What follows belongs to an exercise in optimizing a design on an open flow for small area, a short achievable clock period and few clock cycles per item; a production flow would make more cautious choices. Where RTL was checked, it was by simulation tests only, not by an equivalence proof against the original. Power and IR drop assume default switching activity.

==> module bit_extractor, before the edit <==
module bit_extractor (
    input  logic        clk,
    input  logic        run,
    input  logic        activate,
    input  logic [3:0]  bw,          
    input  logic [15:0] num_in,      
    input  logic        in_valid,
    input  logic [31:0] in_data,
    output logic        in_ready,
    output logic        out_valid,
    output logic [7:0]  out_value,
    input  logic        out_ready
);
    logic [31:0] w;
    logic [9:0]  l;
    logic [5:0]  p;
    logic [15:0] rem;        
    logic        f1;         
    logic        f2;         
    logic        rem_nz;
    logic        rem_gt1;
    logic        rem_gt2;
    logic        pop;
    logic        load;
    logic [5:0]  p_pop;      
    logic [5:0]  p_sel;
    logic [5:0]  t2;         
    logic        f2_pop;     
    logic        need_pop;
    logic        need_stay;
    logic [7:0]  mask;
    logic [41:0] win;
    logic [38:0] s32;
    logic [22:0] s16;
    logic [14:0] s8;
    logic [10:0] s4;
    logic [8:0]  s2;
    logic [7:0]  s1;
    assign rem_nz  = (rem != 16'd0);
    assign rem_gt1 = (rem[15:1] != 15'd0);
    assign rem_gt2 = rem_gt1 && (rem != 16'd2);
    assign out_valid = rem_nz && !f1;
    assign pop       = out_valid && out_ready;
    assign load = in_valid && in_ready;
    assign p_pop  = p + {2'd0, bw};
    assign t2     = 6'd42 - {1'b0, bw, 1'b0};
    assign f2_pop = (p_pop > t2);
    assign need_pop  = rem_gt2 ? (f2_pop && p_pop[5]) : (rem_gt1 && f2);
    assign need_stay = rem_gt1 ? (f1 || (f2 && p[5])) : (rem_nz && f1);
    assign p_sel = pop ? p_pop : p;
    always_comb begin
        for (int i = 0; i < 8; i++) mask[i] = (i < bw);
    end
    assign win = {w, l};
    assign out_value = s1 & mask;
    always_comb begin
        for (int i = 0; i < 39; i++) s32[i] = (p[5] && i < 10) ? win[i+32] : win[i];
        for (int i = 0; i < 23; i++) s16[i] = p[4] ? s32[i+16] : s32[i];
        for (int i = 0; i < 15; i++) s8[i]  = p[3] ? s16[i+8]  : s16[i];
        for (int i = 0; i < 11; i++) s4[i]  = p[2] ? s8[i+4]   : s8[i];
        for (int i = 0; i < 9; i++)  s2[i]  = p[1] ? s4[i+2]   : s4[i];
        for (int i = 0; i < 8; i++)  s1[i]  = p[0] ? s2[i+1]   : s2[i];
    end
    always_ff @(posedge clk) begin
        if (!run) begin
            p         <= 6'd42;
            rem       <= num_in;
            f1        <= 1'b1;
            f2        <= 1'b1;
            in_ready  <= activate && (num_in != 16'd0);
        end else begin
            p         <= {p_sel[5] && !load, p_sel[4:0]};
            f1        <= !load && (pop ? f2 : f1);
            f2        <= !load && (pop ? f2_pop : f2);
            in_ready  <= activate && !load && (pop ? need_pop : need_stay);
            if (pop) begin
                rem <= rem - 16'd1;
            end
        end
        if (load) begin
            w <= in_data;
            l <= w[31:22];
        end
    end
endmodule
==> module bit_packer, before the edit <==
module bit_packer (
    input  logic        clk,
    input  logic        run,
    input  logic        activate,
    input  logic [3:0]  bw,
    input  logic [15:0] num_in,      
    input  logic        in_valid,
    input  logic        in_sat,      
    input  logic        in_zero,     
    input  logic [7:0]  in_value,
    output logic        in_ready,
    output logic        out_valid,
    output logic [32:0] out_beat,
    input  logic        out_ready
);
    logic [15:0] rem;        
    logic [7:0]  qval;       
    logic        qsat;
    logic        qzero;
    logic [7:0]  max;
    logic [7:0]  qv_val;
    logic        qv;
    logic [38:0] acc;
    logic [5:0]  fill;
    logic        rem_nz;
    logic        rem_gt1;
    logic        done;
    logic        word_rdy;
    logic        push;
    logic        move;
    logic        take;
    logic [38:0] ins;
    logic [5:0]  fill_m;     
    logic [5:0]  fill_s;     
    assign rem_nz   = (rem != 16'd0);
    assign rem_gt1  = (rem[15:1] != 15'd0);
    assign done     = !rem_nz && !qv;
    assign word_rdy = fill[5] || (done && (fill != 6'd0));
    assign push     = run && qv && (!fill[5] || !out_valid);
    assign move     = word_rdy && (!out_valid || out_ready);
    assign take     = in_valid && in_ready;
    always_comb begin
        for (int i = 0; i < 8; i++) max[i] = (i < bw);
    end
    assign qv_val = !push ? 8'd0 : qsat ? max : (qzero ? 8'd0 : qval);
    assign ins    = {31'd0, qv_val} << fill[4:0];
    assign fill_m = {1'b0, fill[4:0] & {5{fill[5]}}} + (push ? {2'd0, bw} : 6'd0);
    assign fill_s = fill + (push ? {2'd0, bw} : 6'd0);
    logic [3:0] rdy_n;
    always_comb begin
        for (int k = 0; k < 4; k++) begin
            logic t, r, mv, nz, qvn, ovn;
            logic [5:0] fn;
            t   = k[1];
            r   = k[0];
            mv  = word_rdy && (!out_valid || r);
            nz  = t ? rem_gt1 : rem_nz;
            qvn = t || (qv && !push);
            ovn = mv || (out_valid && !r);
            fn  = mv ? fill_m : fill_s;
            rdy_n[k] = nz && (!qvn || !fn[5] || !ovn);
        end
    end
    always_ff @(posedge clk) begin
        if (!run) begin
            rem       <= num_in;
            qv        <= 1'b0;
            fill      <= '0;
            out_valid <= 1'b0;
            in_ready  <= activate && (num_in != 16'd0);
        end else begin
            if (take) begin
                rem <= rem - 16'd1;
            end
            qv        <= take || (qv && !push);
            fill      <= move ? fill_m : fill_s;
            out_valid <= move || (out_valid && !out_ready);
            in_ready  <= activate && rdy_n[{take, out_ready}];
        end
        acc <= (move || !run) ? ({32'd0, acc[38:32]} | ins) : (acc | ins);
        if (take) begin
            qval <= in_value;
            qsat <= in_sat;
            qzero <= in_zero;
        end
        if (move) begin
            out_beat <= {acc[31:0], done && (!fill[5] || fill == 6'd32)};
        end
    end
endmodule
clock: 9.0 ns
lec_check: 0
cap_margin: 20
core_margin: 2
core_utilization: 60
slew_margin: 20
standard.sh (not shown) runs the stock make flow with config.mk's settings and CLKGATE_MAP_FILE= SYNTH_SCRIPT=/design/flow/synth_recipe.tcl, a recipe that flattens the netlist after the stock synthesis.
==> flow/flow/run.sh <==
#!/bin/bash
# The standard layout, with buf_1 port buffers, a tighter repair target and
# a clock tree without dummy loads.
export BUFFER_PORTS_ARGS="-buffer_cell sky130_fd_sc_hd__buf_1"
export SETUP_SLACK_MARGIN=6.2
export CTS_ARGS="-sink_clustering_enable -repair_clock_nets -dont_use_dummy_load -buf_list {sky130_fd_sc_hd__clkbuf_4 sky130_fd_sc_hd__clkbuf_8} -sink_clustering_size 20 -sink_clustering_max_diameter 60"
bash standard.sh > standard.log 2>&1
Edit:
--- a/flow/design.v
+++ b/flow/design.v
@@ -68,12 +68,11 @@
     logic [8:0]  s2;
     logic [7:0]  s1;
     assign rem_nz  = (rem != 16'd0);
     assign rem_gt1 = (rem[15:1] != 15'd0);
     assign rem_gt2 = rem_gt1 && (rem != 16'd2);
-    assign out_valid = rem_nz && !f1;
-    assign pop       = out_valid && out_ready;
+    assign pop  = rem_nz && !f1 && (!out_valid || out_ready);
     assign load = in_valid && in_ready;
     assign p_pop  = p + {2'd0, bw};
     assign t2     = 6'd42 - {1'b0, bw, 1'b0};
     assign f2_pop = (p_pop > t2);
     assign need_pop  = rem_gt2 ? (f2_pop && p_pop[5]) : (rem_gt1 && f2);
@@ -81,11 +80,10 @@
     assign p_sel = pop ? p_pop : p;
     always_comb begin
         for (int i = 0; i < 8; i++) mask[i] = (i < bw);
     end
     assign win = {w, l};
-    assign out_value = s1 & mask;
     always_comb begin
         for (int i = 0; i < 39; i++) s32[i] = (p[5] && i < 10) ? win[i+32] : win[i];
         for (int i = 0; i < 23; i++) s16[i] = p[4] ? s32[i+16] : s32[i];
         for (int i = 0; i < 15; i++) s8[i]  = p[3] ? s16[i+8]  : s16[i];
         for (int i = 0; i < 11; i++) s4[i]  = p[2] ? s8[i+4]   : s8[i];
@@ -96,24 +94,31 @@
         if (!run) begin
             p         <= 6'd42;
             rem       <= num_in;
             f1        <= 1'b1;
             f2        <= 1'b1;
+            out_valid <= 1'b0;
             in_ready  <= activate && (num_in != 16'd0);
         end else begin
             p         <= {p_sel[5] && !load, p_sel[4:0]};
             f1        <= !load && (pop ? f2 : f1);
             f2        <= !load && (pop ? f2_pop : f2);
             in_ready  <= activate && !load && (pop ? need_pop : need_stay);
             if (pop) begin
                 rem <= rem - 16'd1;
             end
+            if (!out_valid || out_ready) begin
+                out_valid <= pop;
+            end
         end
         if (load) begin
             w <= in_data;
             l <= w[31:22];
         end
+        if (pop) begin
+            out_value <= s1 & mask;
+        end
     end
 endmodule
 `timescale 1ns/1ps
 module dequantizer (
     input  logic [4:0]  scale,       
@@ -227,18 +232,18 @@
     logic [5:0]  fill_s;     
     assign rem_nz   = (rem != 16'd0);
     assign rem_gt1  = (rem[15:1] != 15'd0);
     assign done     = !rem_nz && !qv;
     assign word_rdy = fill[5] || (done && (fill != 6'd0));
-    assign push     = run && qv && (!fill[5] || !out_valid);
+    assign push     = qv && (!fill[5] || !out_valid);
     assign move     = word_rdy && (!out_valid || out_ready);
     assign take     = in_valid && in_ready;
     always_comb begin
         for (int i = 0; i < 8; i++) max[i] = (i < bw);
     end
-    assign qv_val = !push ? 8'd0 : qsat ? max : (qzero ? 8'd0 : qval);
-    assign ins    = {31'd0, qv_val} << fill[4:0];
+    assign qv_val = qsat ? max : (qzero ? 8'd0 : qval);
+    assign ins    = push ? ({31'd0, qv_val} << fill[4:0]) : 39'd0;
     assign fill_m = {1'b0, fill[4:0] & {5{fill[5]}}} + (push ? {2'd0, bw} : 6'd0);
     assign fill_s = fill + (push ? {2'd0, bw} : 6'd0);
     logic [3:0] rdy_n;
     always_comb begin
         for (int k = 0; k < 4; k++) begin
@@ -258,21 +263,22 @@
         if (!run) begin
             rem       <= num_in;
             qv        <= 1'b0;
             fill      <= '0;
             out_valid <= 1'b0;
+            acc       <= '0;
             in_ready  <= activate && (num_in != 16'd0);
         end else begin
             if (take) begin
                 rem <= rem - 16'd1;
             end
             qv        <= take || (qv && !push);
             fill      <= move ? fill_m : fill_s;
             out_valid <= move || (out_valid && !out_ready);
+            acc       <= move ? ({32'd0, acc[38:32]} | ins) : (acc | ins);
             in_ready  <= activate && rdy_n[{take, out_ready}];
         end
-        acc <= (move || !run) ? ({32'd0, acc[38:32]} | ins) : (acc | ins);
         if (take) begin
             qval <= in_value;
             qsat <= in_sat;
             qzero <= in_zero;
         end
Effect: The new run produced a clean layout. Via count fell by a few percent. Register-to-register slack is better by 790 ps. Routed wire length decreases by a few percent. Critical path depth drops by 15. Non-clock buffer count falls by 37. Hold slack is better by 56 ps. Die area increases by a few percent. Final cell count is lower slightly. Clock power grows by a few percent. Global-route usage shrinks by 1.2 points.
Testbench counts after the change, summed over its fixed seeds: cycles 67,917, items 74,830.
For the first run of this note, only the layout was checked, not whether the RTL still works.

port drivers added, routing unchanged:
Ports are ideal in the flow. The routed layouts listed here were re-timed in OpenROAD.
Step 1: set_driving_cell puts a clkbuf_16 on clk and a buf_2 on each other input, an assumption about the parent block.
Step 2, shift: input delay + t, output delay - t, t = (earliest + latest rising clock arrival at the registers) / 2. This alone moves slack from input paths to output paths.
Three values: ideal, step 1, step 2; two values: the first two.
run	shift t [ns]	slack for setup (ns)	hold WS [ns]	worst setup path at the end	slew at the worst register clock pin (ns)
the first run	0.534	5.487 / 5.487 / 5.487	0.378 / 0.378 / 0.378	register to register	0.12 / 0.12
the second run	0.547	6.112 / 6.068 / 5.706	0.434 / 0.434 / 0.434	input to register	0.12 / 0.12
After both steps every run listed still meets setup and hold. For the second run, which loses most, drivers alone change the setup slack by -0.044 ns; drivers and shift together by -0.406 ns.
